Context: an optimization exercise on an open-source flow, tuned for small area and a short achievable clock period. The choices shown serve that exercise and are no tape-out recipe. The RTL was checked by simulation tests, not by an equivalence proof against the original design. Power and IR drop assume default switching activity.

## relu_maxpool
module relu_maxpool
(
    input  logic              clk,
    input  logic              rst,
    input  logic              clear,
    input  logic              start,
    input  logic [DIM_W-1:0]  map_width,
    input  logic [DIM_W-1:0]  map_height,
    input  logic [DATA_W-1:0] in_data,
    input  logic              in_valid,
    output logic [POOL_W-1:0] out,
    output logic              done,
    output logic              frame_done,
    output logic              busy,
    output logic              cfg_err
);
clock: 5.5 ns
lec_check: 0
cap_margin: 20
core_margin: 2
core_utilization: 50
cts_cluster_diameter: 120
cts_cluster_size: 30
setup_slack_margin: 3.2
slew_margin: 20
run.sh (not shown) runs the stock make flow with config.mk's settings and CLKGATE_MAP_FILE= SYNTH_SCRIPT=/design/flow/synth_recipe.tcl, a recipe that flattens the netlist after the stock synthesis.
Edit:
SYNTH_HIERARCHICAL = 1   (was unset)
Outcome:
- flip-flop and latch count is unchanged
- setup slack improves by 0.16 ns
- final cell count came out higher by a few percent
- global-route usage came out lower by 0.43 points
- final area came out higher slightly
- die area came out higher slightly

---

Another version of the RTL of relu_maxpool (not shown whole).
Size: about 2700 flip-flops, ~68 I/O pins.
// relu_maxpool
module relu_maxpool
(
    input  logic              clk,
    input  logic              rst,
    input  logic              clear,
    input  logic              start,
    input  logic [DIM_W-1:0]  map_width,
    input  logic [DIM_W-1:0]  map_height,
    input  logic [DATA_W-1:0] in_data,
    input  logic              in_valid,
    output logic [POOL_W-1:0] out,
    output logic              done,
    output logic              frame_done,
    output logic              busy,
    output logic              cfg_err
);
make LEC_CHECK=0 CAP_MARGIN=20 CORE_MARGIN=2 CORE_UTILIZATION=50 CTS_BUF_LIST=sky130_fd_sc_hd__clkbuf_8 CTS_CLUSTER_SIZE=25 SETUP_SLACK_MARGIN=3.2 SLEW_MARGIN=20 finish   # period 5.5 ns
The baseline completed without violations.
Change:
--- a/flow/config.mk
+++ b/flow/config.mk
@@ -10,4 +10,4 @@
 export CORE_UTILIZATION = 50
-export CTS_BUF_LIST = sky130_fd_sc_hd__clkbuf_8
-export CTS_CLUSTER_SIZE = 25
+export CTS_CLUSTER_DIAMETER = 120
+export CTS_CLUSTER_SIZE = 30
 export SETUP_SLACK_MARGIN = 3.2
=> Worst hold slack gets better by 0.061 ns; clock-buffer cell count drops by 304; utilization shrinks by 2.9 points; global-route usage shrinks by 0.99 points; maximum frequency barely changes; power decreases by 15%.
Change:
--- a/flow/config.mk
+++ b/flow/config.mk
@@ -7,2 +7,3 @@
 export LEC_CHECK = 0
+export ABC_CLOCK_PERIOD_IN_PS = 1500
 export CAP_MARGIN = 20
@@ -10,4 +11,2 @@
 export CORE_UTILIZATION = 50
-export CTS_CLUSTER_DIAMETER = 120
-export CTS_CLUSTER_SIZE = 30
 export SETUP_SLACK_MARGIN = 3.2
The changed run went through all stages and came out clean.
Final cell count goes up by 5.0%.
Critical path depth does not change.
Via count goes up by about 3.8%.
Routed wire length goes up by about 3.7%.
Die area does not change.
Synthesized cell count is unchanged.
Power goes up by about 27%.
Final area goes up by 6.0%.
Synthesized area stays the same.
Change:
--- a/flow/config.mk
+++ b/flow/config.mk
@@ -7,3 +7,2 @@
 export LEC_CHECK = 0
-export ABC_CLOCK_PERIOD_IN_PS = 1500
 export CAP_MARGIN = 20
Fmax stays the same.
Via count does not change.
Utilization is unchanged.
Final cell count stays the same.
Routed wire length does not change.

---

== lane 4 ==
Another version of the RTL of relu_maxpool (not shown whole).
Size: about 2700 flip-flops, roughly 68 I/O pins, ~0.089 sq mm of cells after synthesis.
clock: 5.5 ns
lec_check: 0
cap_margin: 20
core_margin: 2
core_utilization: 50
cts_cluster_diameter: 120
cts_cluster_size: 30
setup_slack_margin: 3.2
slew_margin: 20
Inputs modified between lane 4 and lane 2:
# lane 4
export LEC_CHECK = 0
export CAP_MARGIN = 20
export CORE_MARGIN = 2
export CORE_UTILIZATION = 50
export CTS_CLUSTER_DIAMETER = 120
export CTS_CLUSTER_SIZE = 30
export SETUP_SLACK_MARGIN = 3.2
export SLEW_MARGIN = 20
create_clock -name core_clock -period 5.5 [get_ports {clk}]
# lane 2
export LEC_CHECK = 0
export CAP_MARGIN = 0
export CORE_MARGIN = 2
export CORE_UTILIZATION = 50
export CTS_CLUSTER_DIAMETER = 120
export CTS_CLUSTER_SIZE = 30
export SETUP_SLACK_MARGIN = 3.2
export SLEW_MARGIN = 0
create_clock -name core_clock -period 5.5 [get_ports {clk}]
Notes after the runs:
- Buffer count excluding the clock tree in the final layout: lane 4 and lane 2 compared, higher one is lane 4
- Lane 2 -> lane 4: post-route non-filler standard cell count flat
- Between lane 4 and lane 2, the fill cell instance count of the final layout figures differ only marginally.

---

Setup of trial 73:
relu_maxpool, a different RTL version from the one above (not shown whole).
Size in the first run: about 68 I/O pins, ~87000 um2 of cells after synthesis.
==> flow/config.mk <==
export PLATFORM = sky130hd
export DESIGN_NAME = relu_maxpool
export DESIGN_NICKNAME = relu_maxpool
export VERILOG_FILES = /design/flow/design.v
export SDC_FILE = /design/flow/constraint.sdc
export NUM_CORES = 4
export LEC_CHECK = 0
export CAP_MARGIN = 20
export CORE_MARGIN = 2
export CORE_UTILIZATION = 40
export SETUP_SLACK_MARGIN = 3.0
export SLEW_MARGIN = 20
==> flow/constraint.sdc <==
create_clock -name core_clock -period 5.5 [get_ports {clk}]
set_input_delay 1.1000 -clock core_clock [delete_from_list [all_inputs] [get_ports {clk}]]
set_output_delay 1.1000 -clock core_clock [all_outputs]
set_load 0.01 [all_outputs]
diff inputs: trial 73 => build 25
Settings: CORE_UTILIZATION: 40 -> 70.
[summary]
- The flow ended early for build 25: it failed with a tool error in global routing (5_1_grt).
- Delta (build 25 minus trial 73): basic-gate share of the synthesized area counting and, or, nand and nor cells about even, global placement routability congestion rose about 9%, post-cts sizing count now sits higher, number of placement rows down 41, number of placed instances, taps included lower.
- Build 25 gives less area of placed instances than trial 73 did.

---

Another version of the RTL of relu_maxpool (not shown whole).
Size: about 3900 cells after synthesis, ~68 I/O pins, ~88000 um2 of cells after synthesis.
Settings: LEC_CHECK=0, CAP_MARGIN=20, CORE_MARGIN=2, CORE_UTILIZATION=60, CTS_CLUSTER_DIAMETER=120, CTS_CLUSTER_SIZE=30, SETUP_SLACK_MARGIN=3.3, SLEW_MARGIN=20, SYNTH_HIERARCHICAL=1; clock period 5.5 ns.
The first run completed without violations.
Rerun with:
- CORE_UTILIZATION: 60 -> 70
- PLACE_DENSITY: unset -> 0.78
Outcome: The changed run produced a clean layout. Synthesized area stays the same. Maximum frequency barely changes. Worst hold slack is better by 0.0078 ns. Global-route usage came out higher by 6.1 points. Total power came out higher slightly.

---

Setup of trial 86:
Another version of the RTL of relu_maxpool (not shown whole).
For scale: ~68 I/O pins, roughly 88,000 sq um of cells after synthesis.
Settings: LEC_CHECK=0, CAP_MARGIN=20, CORE_MARGIN=2, CORE_UTILIZATION=60, CTS_CLUSTER_DIAMETER=100, CTS_CLUSTER_SIZE=25, SETUP_SLACK_MARGIN=3.3, SLEW_MARGIN=20, SYNTH_HIERARCHICAL=1; clock period 5.5 ns.
Trial 86 ran to completion and came out clean on the timing, DRC and antenna checks.
Changes in trial 97 relative to trial 86:
Settings: CTS_CLUSTER_DIAMETER: 100 -> 120; CTS_CLUSTER_SIZE: 25 -> 30.
--- outcome ---
The setup slack of trial 97 is smaller than that of trial 86. Combinational share of power: trial 86 vs trial 97, no meaningful difference. Utilization sits lower in trial 97 than in trial 86. Diff trial 86 -> trial 97: multi-input gate share of total cell area held steady; maximum fanout along the worst path climbed 1; number of standard cells in the layout, taps in and fillers out was more or less identical. Fmax, trial 86 and trial 97: higher on trial 86. Comparing trial 86 and trial 97, the higher number of clock-tree buffers in the layout is on trial 86.

---

relu_maxpool, a different RTL version from the one above (not shown whole).
Size in the first run: about 3500 cells after synthesis, ~2700 flip-flops, roughly 68 I/O pins.
// relu_maxpool
module relu_maxpool
(
    input  logic              clk,
    input  logic              rst,
    input  logic              clear,
    input  logic              start,
    input  logic [DIM_W-1:0]  map_width,
    input  logic [DIM_W-1:0]  map_height,
    input  logic [DATA_W-1:0] in_data,
    input  logic              in_valid,
    output logic [POOL_W-1:0] out,
    output logic              done,
    output logic              frame_done,
    output logic              busy,
    output logic              cfg_err
);
Settings: LEC_CHECK=0, CAP_MARGIN=20, CORE_MARGIN=2, CORE_UTILIZATION=60, CTS_CLUSTER_DIAMETER=120, CTS_CLUSTER_SIZE=30, SETUP_SLACK_MARGIN=3.0, SLEW_MARGIN=20, SYNTH_HIERARCHICAL=1; clock period 5.5 ns.
The first run finished with timing, DRC and antenna clean.
Then changed:
- SETUP_SLACK_MARGIN: 3.0 -> 3.3
The new run produced a clean layout.
Clock power is about the same.
Flip-flop and latch count stays the same.
Worst setup slack gains 0.15 ns.
Routed wire length increases by 2.8%.
Fmax increases by 6.5%.
Area after synthesis stays the same.
Utilization increases by 0.86 points.
Via count increases by 0.62%.
Then changed:
- SETUP_SLACK_MARGIN: 3.3 -> 3.1
Result: Power is about the same. Core utilization is lower by 0.70 points. Critical path depth is higher by 10. Via count is lower by 0.44%. Maximum frequency is lower by 2.1%. Cell area is lower by 1.1%. Area after synthesis is unchanged. Flip-flop and latch count does not change. Sequential power is about the same. Clock power hardly moves.
Then changed:
- SETUP_SLACK_MARGIN: 3.1 -> 3.2
The new run produced a clean layout.
Critical path depth goes down by 10.
Power stays flat.
Register-to-register slack is about the same.
Wire length barely changes.

---

## run A
relu_maxpool, a different RTL version from the one above (not shown whole).
For scale: roughly 3,600 cells after synthesis, roughly 2,700 flip-flops, ~68 I/O pins, ~0.085 mm2 of cells after synthesis.
Settings: LEC_CHECK=0, CAP_MARGIN=20, CORE_MARGIN=2, CORE_UTILIZATION=60, CTS_CLUSTER_DIAMETER=120, CTS_CLUSTER_SIZE=30, SETUP_SLACK_MARGIN=3.3, SLEW_MARGIN=20, SYNTH_HIERARCHICAL=1; clock period 5.5 ns.
Modified inputs, run B compared to run A
- SETUP_SLACK_MARGIN now 3.4, was 3.3
==> comparison <==
Run B finished every step from synthesis to the final layout, and the layout passed the timing, DRC and antenna checks.
On routed wire length: between run A and run B, it ends up higher for run B.
Post-route cell area was lower in run A than in run B.
Run B vs run A, instance count: run B higher
Combinational group share of total power delta (run A -> run B): insignificant

---

== build 48 ==
relu_maxpool, a different RTL version from the one above (not shown whole).
Size in the first run: about 2700 flip-flops, about 68 I/O pins, ~86000 um^2 of cells after synthesis.
Design relu_maxpool, start of the top module:
module relu_maxpool
(
    input  logic              clk,
    input  logic              rst,
    input  logic              clear,
    input  logic              start,
    input  logic [DIM_W-1:0]  map_width,
    input  logic [DIM_W-1:0]  map_height,
    input  logic [DATA_W-1:0] in_data,
    input  logic              in_valid,
    output logic [POOL_W-1:0] out,
    output logic              done,
    output logic              frame_done,
    output logic              busy,
    output logic              cfg_err
);
Settings: LEC_CHECK=0, ABC_AREA=1, CAP_MARGIN=20, CORE_MARGIN=2, CORE_UTILIZATION=60, CTS_CLUSTER_DIAMETER=120, CTS_CLUSTER_SIZE=30, SETUP_SLACK_MARGIN=3.3, SLEW_MARGIN=20, SYNTH_HIERARCHICAL=1; clock period 5.5 ns.
Relative to build 48, the following input files were edited for trial 34:
Settings: removing ABC_AREA (formerly 1); changing SETUP_SLACK_MARGIN from 3.3 to 3.2.
## What came out
Measured against each other, build 48 and trial 34 differ in simple logic cell fraction of the synthesized area, the lower figure coming from trial 34. Trial 34: worst setup slack is 0.025 ns higher than what build 48 reported. Taking trial 34 as 1.0, build 48 lands at 0.924 on detail-routed net length per standard cell. Count of clock buffers in the final design: build 48 and trial 34 compared, higher one is trial 34. Going from build 48 to trial 34, via density per instance grows by 0.23. For signed area change from the synthesized netlist to the final layout, trial 34 and build 48 come out practically identical.

---

Setup of before:
Starting RTL as in the previous note.
clock: 5.5 ns
lec_check: 0
cap_margin: 20
core_margin: 2
core_utilization: 55
cts_cluster_diameter: 120
cts_cluster_size: 30
setup_slack_margin: 3.3
slew_margin: 20
synth_hierarchical: 1
## Diff of input files: after against before
Settings: swapping 55 for 60 in CORE_UTILIZATION.
Findings:
Going from before to after, core utilization higher, initial antenna violation count lower, initial cell density of the core higher, combinational group share of total power higher. On total power, before and after are neck and neck.

---

indigo:
relu_maxpool, a different RTL version from the one above (not shown whole).
For scale: ~3900 cells after synthesis, ~68 I/O pins, ~88000 µm² of cells after synthesis.
export LEC_CHECK = 0
export CAP_MARGIN = 20
export CORE_MARGIN = 2
export CORE_UTILIZATION = 60
export CTS_CLUSTER_DIAMETER = 120
export CTS_CLUSTER_SIZE = 30
export SETUP_SLACK_MARGIN = 3.5
export SLEW_MARGIN = 20
export SYNTH_HIERARCHICAL = 1
create_clock -name core_clock -period 5.5 [get_ports {clk}]
indigo: done, clean on timing, DRC and antenna
Inputs modified between indigo and ember:
--- a/flow/config.mk
+++ b/flow/config.mk
@@ -11,5 +11,5 @@
 export CTS_CLUSTER_DIAMETER = 120
 export CTS_CLUSTER_SIZE = 30
-export SETUP_SLACK_MARGIN = 3.5
+export SETUP_SLACK_MARGIN = 3.3
 export SLEW_MARGIN = 20
 export SYNTH_HIERARCHICAL = 1
## What came out
ember does better than indigo on final area. Cmp ember vs indigo: utilization of the core after routing lower in ember. Clock share of power delta (ember -> indigo): insignificant.

---

Another version of the RTL of relu_maxpool (not shown whole).
Size in the first run: about 3,600 cells after synthesis.
export LEC_CHECK = 0
export CAP_MARGIN = 20
export CORE_MARGIN = 2
export CORE_UTILIZATION = 40
export SETUP_SLACK_MARGIN = 3.1
export SLEW_MARGIN = 20
create_clock -name core_clock -period 5.5 [get_ports {clk}]
==> next run, changes <==
--- a/flow/config.mk
+++ b/flow/config.mk
@@ -10 +10 @@
-export CORE_UTILIZATION = 40
+export CORE_UTILIZATION = 55
Result: The changed run passed the timing, DRC and antenna checks; global-route usage came out higher by 4.9 points; combinational power stays flat; sequential share of layout area came out higher by 0.12 points.

---

== trial 14 ==
relu_maxpool, a different RTL version from the one above (not shown whole).
For scale: about 2,700 flip-flops, ~68 I/O pins, about 85,000 um2 of cells after synthesis.
make LEC_CHECK=0 CAP_MARGIN=20 CORE_MARGIN=2 CORE_UTILIZATION=60 CTS_CLUSTER_DIAMETER=120 CTS_CLUSTER_SIZE=30 SETUP_SLACK_MARGIN=3.2 SLEW_MARGIN=20 SYNTH_HIERARCHICAL=1 finish   # period 5.5 ns
Trial 14 reached the final stage; the timing, DRC and antenna checks on its layout passed.
For trial 76, these inputs were changed with respect to trial 14:
Settings: CTS_CLUSTER_SIZE: 30 -> 27; SETUP_SLACK_MARGIN: 3.2 -> 3.3.
Notes after the runs:
Total internal power was higher in trial 76 than in trial 14.
Number of global-route vias before repair (trial 76 over trial 14): increase, 364
Relative to trial 14, the clock-buffer cell count measured on trial 76 has increased by more than 10%.
For final hold slack, trial 76 and trial 14 come out practically identical.
Between trial 76 and trial 14, the routed wirelength normalized by instance count is lower for trial 14.
Trial 76 finished every step from synthesis to the final layout, and the layout passed the timing, DRC and antenna checks.
Core util | trial 76 vs trial 14 | trial 76 higher
[compare] base=trial 14 new=trial 76: cell count moved up, total routed wirelength moved up.

---

The RTL this note starts from:
==> flow/design.v <==
package cnn_pkg;
    localparam int DATA_W   = 21;
    localparam int POOL_W   = DATA_W - 1;
    localparam int MAX_W    = 256;
    localparam int DIM_W    = 9;
    localparam int LB_DEPTH = MAX_W / 2;
    localparam int LB_AW    = $clog2(LB_DEPTH);
    localparam logic [DIM_W-1:0] MAX_W_DIM = DIM_W'(MAX_W);
    typedef enum logic {
        IDLE = 1'b0,
        RUN  = 1'b1
    } state_t;
endpackage
import cnn_pkg::*;
module pool_line_buffer
(
    input  logic              clk,
    input  logic              sh,
    input  logic [POOL_W-1:0] din,
    input  logic [7:0]        fsel,
    input  logic [15:0]       csel,
    output logic [POOL_W-1:0] tap
);
    localparam int NF = 8;
    localparam int NC = 119;
    logic [POOL_W-1:0] f [NF];
    logic [POOL_W-1:0] c [NC];
    logic [POOL_W-1:0] g;
    always_comb begin
        g = '0;
        for (int i = 0; i < NF; i++) begin
            g = g | (f[i] & {POOL_W{fsel[i]}});
        end
        tap = g & {POOL_W{csel[0]}};
        for (int a = 1; a < 16; a++) begin
            tap = tap | (c[8*a-2] & {POOL_W{csel[a]}});
        end
    end
    always_ff @(posedge clk) begin
        if (sh) begin
            f[0] <= din;
            for (int i = 1; i < NF; i++) begin
                f[i] <= f[i-1];
            end
            c[0] <= g;
            for (int j = 1; j < NC; j++) begin
                c[j] <= c[j-1];
            end
        end
    end
endmodule
import cnn_pkg::*;
module relu_maxpool
(
    input  logic              clk,
    input  logic              rst,
    input  logic              clear,
    input  logic              start,
    input  logic [DIM_W-1:0]  map_width,
    input  logic [DIM_W-1:0]  map_height,
    input  logic [DATA_W-1:0] in_data,
    input  logic              in_valid,
    output logic [POOL_W-1:0] out,
    output logic              done,
    output logic              frame_done,
    output logic              busy,
    output logic              cfg_err
);
    logic               busy_q, done_q, frame_done_q, cfg_err_q;
    logic [DIM_W-1:0]   w_q, ccnt_q, rcnt_q;      
    logic               lastc_q, lastr_q, codd_q, rodd_q;
    logic [POOL_W-1:0]  m_q;                      
    logic [POOL_W-1:0]  pm_q;                     
    logic [POOL_W-1:0]  lb_q;                     
    logic [POOL_W-1:0]  out_q;
    logic               sh_q;                     
    logic [7:0]         fsel_q;
    logic [15:0]        csel_q;
    logic               p1_q;
    logic               accept, pair_ev, dims_ok;
    logic [POOL_W-1:0]  vraw, m_d, pm_d, lb_d, tap;
    logic               neg, lb_use, lb_pm, lb_tap, lastp_q;
    logic [6:0]         sp1_q;
    logic [7:0]         fsel_d;
    logic [15:0]        csel_d;
    always_comb begin
        vraw    = in_data[POOL_W-1:0];
        neg     = in_data[DATA_W-1];
        accept  = busy_q && in_valid;
        pair_ev = accept && codd_q;
        dims_ok = (map_width >= DIM_W'(2)) && (map_width <= MAX_W_DIM) &&
                  (map_height >= DIM_W'(2));
        lb_use  = busy_q && (rodd_q ^ lastp_q);
        lb_pm   = lb_use && p1_q;
        lb_tap  = lb_use && !p1_q;
    end
    pool_max #(.GATED(1'b0)) u_max_even (.a(lb_q), .v(vraw), .neg(neg), .y(m_d),
                                         .k(1'b0), .t('0), .kt(1'b0), .yk());
    pool_max #(.GATED(1'b1)) u_max_odd  (.a(m_q),  .v(vraw), .neg(neg), .y(pm_d),
                                         .k(lb_pm), .t(tap), .kt(lb_tap), .yk(lb_d));
    always_comb begin
        fsel_d = '0;
        csel_d = '0;
        if (sp1_q <= 7'd8) begin
            fsel_d[sp1_q[2:0] - 3'd1] = 1'b1;
            csel_d[0] = 1'b1;
        end else begin
            fsel_d[sp1_q[2:0]] = 1'b1;
            csel_d[sp1_q[6:3]] = 1'b1;
        end
    end
    always_ff @(posedge clk) begin
        sp1_q  <= w_q[8] ? 7'd127 : w_q[7:1] - 7'd1;    
        p1_q   <= (w_q[8:1] == 8'd1);
        fsel_q <= fsel_d;
        csel_q <= csel_d;
    end
    always_ff @(posedge clk) begin
        if (rst || clear) begin
            busy_q       <= 1'b0;
            done_q       <= 1'b0;
            frame_done_q <= 1'b0;
            out_q        <= '0;
            if (rst) begin
                cfg_err_q <= 1'b0;
            end
        end else begin
            done_q       <= pair_ev && rodd_q;
            frame_done_q <= accept && lastc_q && lastr_q;
            if (!busy_q && start) begin
                if (dims_ok) begin
                    busy_q    <= 1'b1;
                    cfg_err_q <= 1'b0;
                end else begin
                    cfg_err_q <= 1'b1;
                end
            end
            if (accept && lastc_q && lastr_q) begin
                busy_q <= 1'b0;
            end
            if (pair_ev && rodd_q) begin
                out_q <= pm_d;
            end
        end
    end
    always_ff @(posedge clk) begin
        if (!busy_q && start) begin
            w_q     <= map_width;
            ccnt_q  <= map_width;
            rcnt_q  <= map_height;
            lastc_q <= 1'b0;
            lastp_q <= (map_width <= DIM_W'(3));
            lastr_q <= 1'b0;
            codd_q  <= 1'b0;
            rodd_q  <= 1'b0;
        end else if (accept) begin
            if (lastc_q) begin
                ccnt_q  <= w_q;
                lastc_q <= 1'b0;
                lastp_q <= (w_q <= DIM_W'(3));
                codd_q  <= 1'b0;
                rcnt_q  <= rcnt_q - DIM_W'(1);
                lastr_q <= (rcnt_q == DIM_W'(2));
                rodd_q  <= !rodd_q;
            end else begin
                ccnt_q  <= ccnt_q - DIM_W'(1);
                lastc_q <= (ccnt_q == DIM_W'(2));
                lastp_q <= (ccnt_q <= DIM_W'(3));
                codd_q  <= !codd_q;
            end
        end
        if (!codd_q) begin
            m_q <= m_d;
        end
        if (codd_q) begin
            pm_q <= pm_d;
        end
        if (codd_q || !busy_q) begin
            lb_q <= lb_d;
        end
        sh_q <= pair_ev;
    end
    pool_line_buffer u_line_buf (
        .clk  (clk),
        .sh   (sh_q),
        .din  (pm_q),
        .fsel (fsel_q),
        .csel (csel_q),
        .tap  (tap)
    );
    assign out        = out_q;
    assign done       = done_q;
    assign frame_done = frame_done_q;
    assign busy       = busy_q;
    assign cfg_err    = cfg_err_q;
endmodule
module pool_max
#(
    parameter bit GATED = 1'b0
)
(
    input  logic [POOL_W-1:0] a,
    input  logic [POOL_W-1:0] v,
    input  logic              neg,
    output logic [POOL_W-1:0] y,
    input  logic              k,
    input  logic [POOL_W-1:0] t,
    input  logic              kt,
    output logic [POOL_W-1:0] yk
);
    localparam int LV = $clog2(POOL_W);    
    logic [POOL_W-1:0] g [LV+1];
    logic [POOL_W-1:0] e [LV+1];
    for (genvar i = 0; i < POOL_W; i++) begin : g_bit0
        pool_max_bit u_b (.a(a[i]), .v(v[i]), .neg(neg), .g(g[0][i]), .e(e[0][i]));
    end
    for (genvar k = 0; k < LV; k++) begin : g_lv
        for (genvar i = 0; i < POOL_W; i++) begin : g_bit
            if (i + (1 << k) < POOL_W) begin : g_comb
                if (k % 2 == 0) begin : g_t
                    pool_max_ct u_c (.gh(g[k][i+(1<<k)]), .eh(e[k][i+(1<<k)]),
                                     .gl(g[k][i]), .el(e[k][i]),
                                     .gn(g[k+1][i]), .en(e[k+1][i]));
                end else begin : g_n
                    pool_max_cn u_c (.gnh(g[k][i+(1<<k)]), .enh(e[k][i+(1<<k)]),
                                     .gnl(g[k][i]), .enl(e[k][i]),
                                     .g(g[k+1][i]), .e(e[k+1][i]));
                end
            end else begin : g_pass
                pool_max_inv u_i (.a(g[k][i]), .y(g[k+1][i]));
                pool_max_inv u_j (.a(e[k][i]), .y(e[k+1][i]));
            end
        end
    end
    for (genvar i = 0; i < POOL_W; i++) begin : g_out
        if (i == POOL_W - 1) begin : g_top
            assign y[i]  = a[i] | (v[i] & ~neg);
            assign yk[i] = GATED ? ((k & y[i]) | (kt & t[i])) : 1'b0;
        end else begin : g_low
            pool_max_out u_o (.a(a[i]), .v(v[i]), .neg(neg),
                              .gn(g[LV][i+1]), .en(e[LV][i+1]), .y(y[i]));
            if (GATED) begin : g_k
                pool_max_outk u_k (.a(a[i]), .v(v[i]), .neg(neg),
                                   .gn(g[LV][i+1]), .en(e[LV][i+1]),
                                   .k(k), .t(t[i]), .kt(kt), .y(yk[i]));
            end else begin : g_nk
                assign yk[i] = 1'b0;
            end
        end
    end
endmodule
module pool_max_bit
(
    input  logic a,
    input  logic v,
    input  logic neg,
    output logic g,
    output logic e
);
    logic b;
    assign b = v & ~neg;
    assign g = a & ~b;
    assign e = ~(a ^ b);
endmodule
module pool_max_ct
(
    input  logic gh,
    input  logic eh,
    input  logic gl,
    input  logic el,
    output logic gn,
    output logic en
);
    assign gn = ~(gh | (eh & gl));
    assign en = ~(eh & el);
endmodule
module pool_max_cn
(
    input  logic gnh,
    input  logic enh,
    input  logic gnl,
    input  logic enl,
    output logic g,
    output logic e
);
    assign g = ~(gnh & (enh | gnl));
    assign e = ~(enh | enl);
endmodule
module pool_max_inv
(
    input  logic a,
    output logic y
);
    assign y = ~a;
endmodule
module pool_max_out
(
    input  logic a,
    input  logic v,
    input  logic neg,
    input  logic gn,
    input  logic en,
    output logic y
);
    logic b;
    assign b = v & ~neg;
    assign y = (a & ~(gn & en)) | (b & gn);
endmodule
module pool_max_outk
(
    input  logic a,
    input  logic v,
    input  logic neg,
    input  logic gn,
    input  logic en,
    input  logic k,
    input  logic t,
    input  logic kt,
    output logic y
);
    logic b;
    assign b = v & ~neg;
    assign y = (k & a & ~(gn & en)) | (k & b & gn) | (kt & t);
endmodule
Settings: LEC_CHECK=0, CAP_MARGIN=20, CORE_MARGIN=2, CORE_UTILIZATION=60, CTS_CLUSTER_DIAMETER=120, CTS_CLUSTER_SIZE=30, SETUP_SLACK_MARGIN=3.3, SLEW_MARGIN=20, SYNTH_HIERARCHICAL=1; clock period 5.5 ns.
Then changed:
CORE_UTILIZATION = 50   (was 60)
SETUP_SLACK_MARGIN = 3.2   (was 3.3)
What happened: The new run ran to the end with no violations; clock-buffer cell count shrinks by 1; via count came out higher by 0.80%; setup slack loses 0.060 ns; final area hardly moves; total power shrinks by 0.31%; sequential share of layout area increases by 0.14 points; wire length is higher by 1.4%; register-to-register slack stays flat.

[port drivers added, routing unchanged]
The results above use ideal ports. As a check the final layouts listed here were re-extracted and re-timed, cells and wires unchanged. Step 1 assumes that a clkbuf_16 drives the clock port and a buf_2 every other input. Step 2 moves the port delays by t, midway between the first and last clock arrival at a register: inputs arrive t later, outputs are due t later. That takes back most of the time a late clock gives input paths. Slacks: ideal / step 1 / step 2; pairs: ideal / step 1.
run | t (ns) | setup WS [ns] | worst register clock-pin slew, ns | pins driven straight from the clock port
the first run of note 1 | 0.829 | 2.861 / 2.891 / 2.063 | 0.12 / 0.12 | 1
the second run of note 1 | 0.831 | 3.021 / 3.021 / 2.377 | 0.12 / 0.12 | 1
the first run of note 2 | 1.102 | 2.829 / 2.748 / 1.854 | 0.07 / 0.07 | 1
the second run of note 2 | 0.832 | 2.826 / 2.889 / 2.057 | 0.12 / 0.12 | 1
the third run of note 2 | 0.952 | 2.847 / 2.840 / 1.955 | 0.07 / 0.07 | 1
the fourth run of note 2 | 0.952 | 2.847 / 2.840 / 1.955 | 0.07 / 0.07 | 1
lane 4 | 0.825 | 2.792 / 2.810 / 2.012 | 0.12 / 0.12 | 1
lane 2 | 0.825 | 2.801 / 2.814 / 2.025 | 0.12 / 0.12 | 1
trial 73 | 0.929 | 2.460 / 2.460 / 1.861 | 0.07 / 0.07 | 1
the first run of note 5 | 0.804 | 3.109 / 3.031 / 2.262 | 0.12 / 0.12 | 1
the second run of note 5 | 0.807 | 3.106 / 2.891 / 2.084 | 0.12 / 0.12 | 1
trial 86 | 0.808 | 3.042 / 2.879 / 2.070 | 0.11 / 0.11 | 1
trial 97 | 0.815 | 2.982 / 2.848 / 2.033 | 0.12 / 0.12 | 1
the first run of note 7 | 0.798 | 2.960 / 3.009 / 2.211 | 0.12 / 0.12 | 1
the second run of note 7 | 0.799 | 3.115 / 3.040 / 2.396 | 0.12 / 0.12 | 1
the third run of note 7 | 0.798 | 3.063 / 3.037 / 2.316 | 0.12 / 0.12 | 1
the fourth run of note 7 | 0.800 | 3.113 / 3.036 / 2.375 | 0.12 / 0.12 | 1
run A | 0.801 | 3.149 / 3.070 / 2.511 | 0.12 / 0.12 | 1
run B | 0.800 | 3.149 / 3.070 / 2.535 | 0.12 / 0.12 | 1
build 48 | 0.808 | 3.134 / 3.056 / 2.444 | 0.12 / 0.12 | 1
trial 34 | 0.796 | 3.158 / 3.084 / 2.425 | 0.12 / 0.12 | 1
before | 0.795 | 3.142 / 3.065 / 2.466 | 0.12 / 0.12 | 1
after | 0.796 | 3.162 / 3.087 / 2.527 | 0.12 / 0.12 | 1
indigo | 0.792 | 3.145 / 3.066 / 2.524 | 0.12 / 0.12 | 1
ember | 0.791 | 3.147 / 3.069 / 2.510 | 0.12 / 0.12 | 1
the first run of note 12 | 0.909 | 2.690 / 2.613 / 1.704 | 0.07 / 0.07 | 1
the second run of note 12 | 0.941 | 2.786 / 2.795 / 1.854 | 0.06 / 0.06 | 1
trial 14 | 0.788 | 3.026 / 3.026 / 2.391 | 0.12 / 0.12 | 1
trial 76 | 0.796 | 3.001 / 3.001 / 2.351 | 0.11 / 0.11 | 1
the first run of note 14 | 0.812 | 3.120 / 3.005 / 2.193 | 0.12 / 0.12 | 1
the second run of note 14 | 0.826 | 3.060 / 2.978 / 2.152 | 0.12 / 0.12 | 1
After both steps setup and hold are still met in every run listed. For the second run of note 5, which loses most, drivers alone change the setup slack by -0.215 ns; drivers and shift together by -1.022 ns.
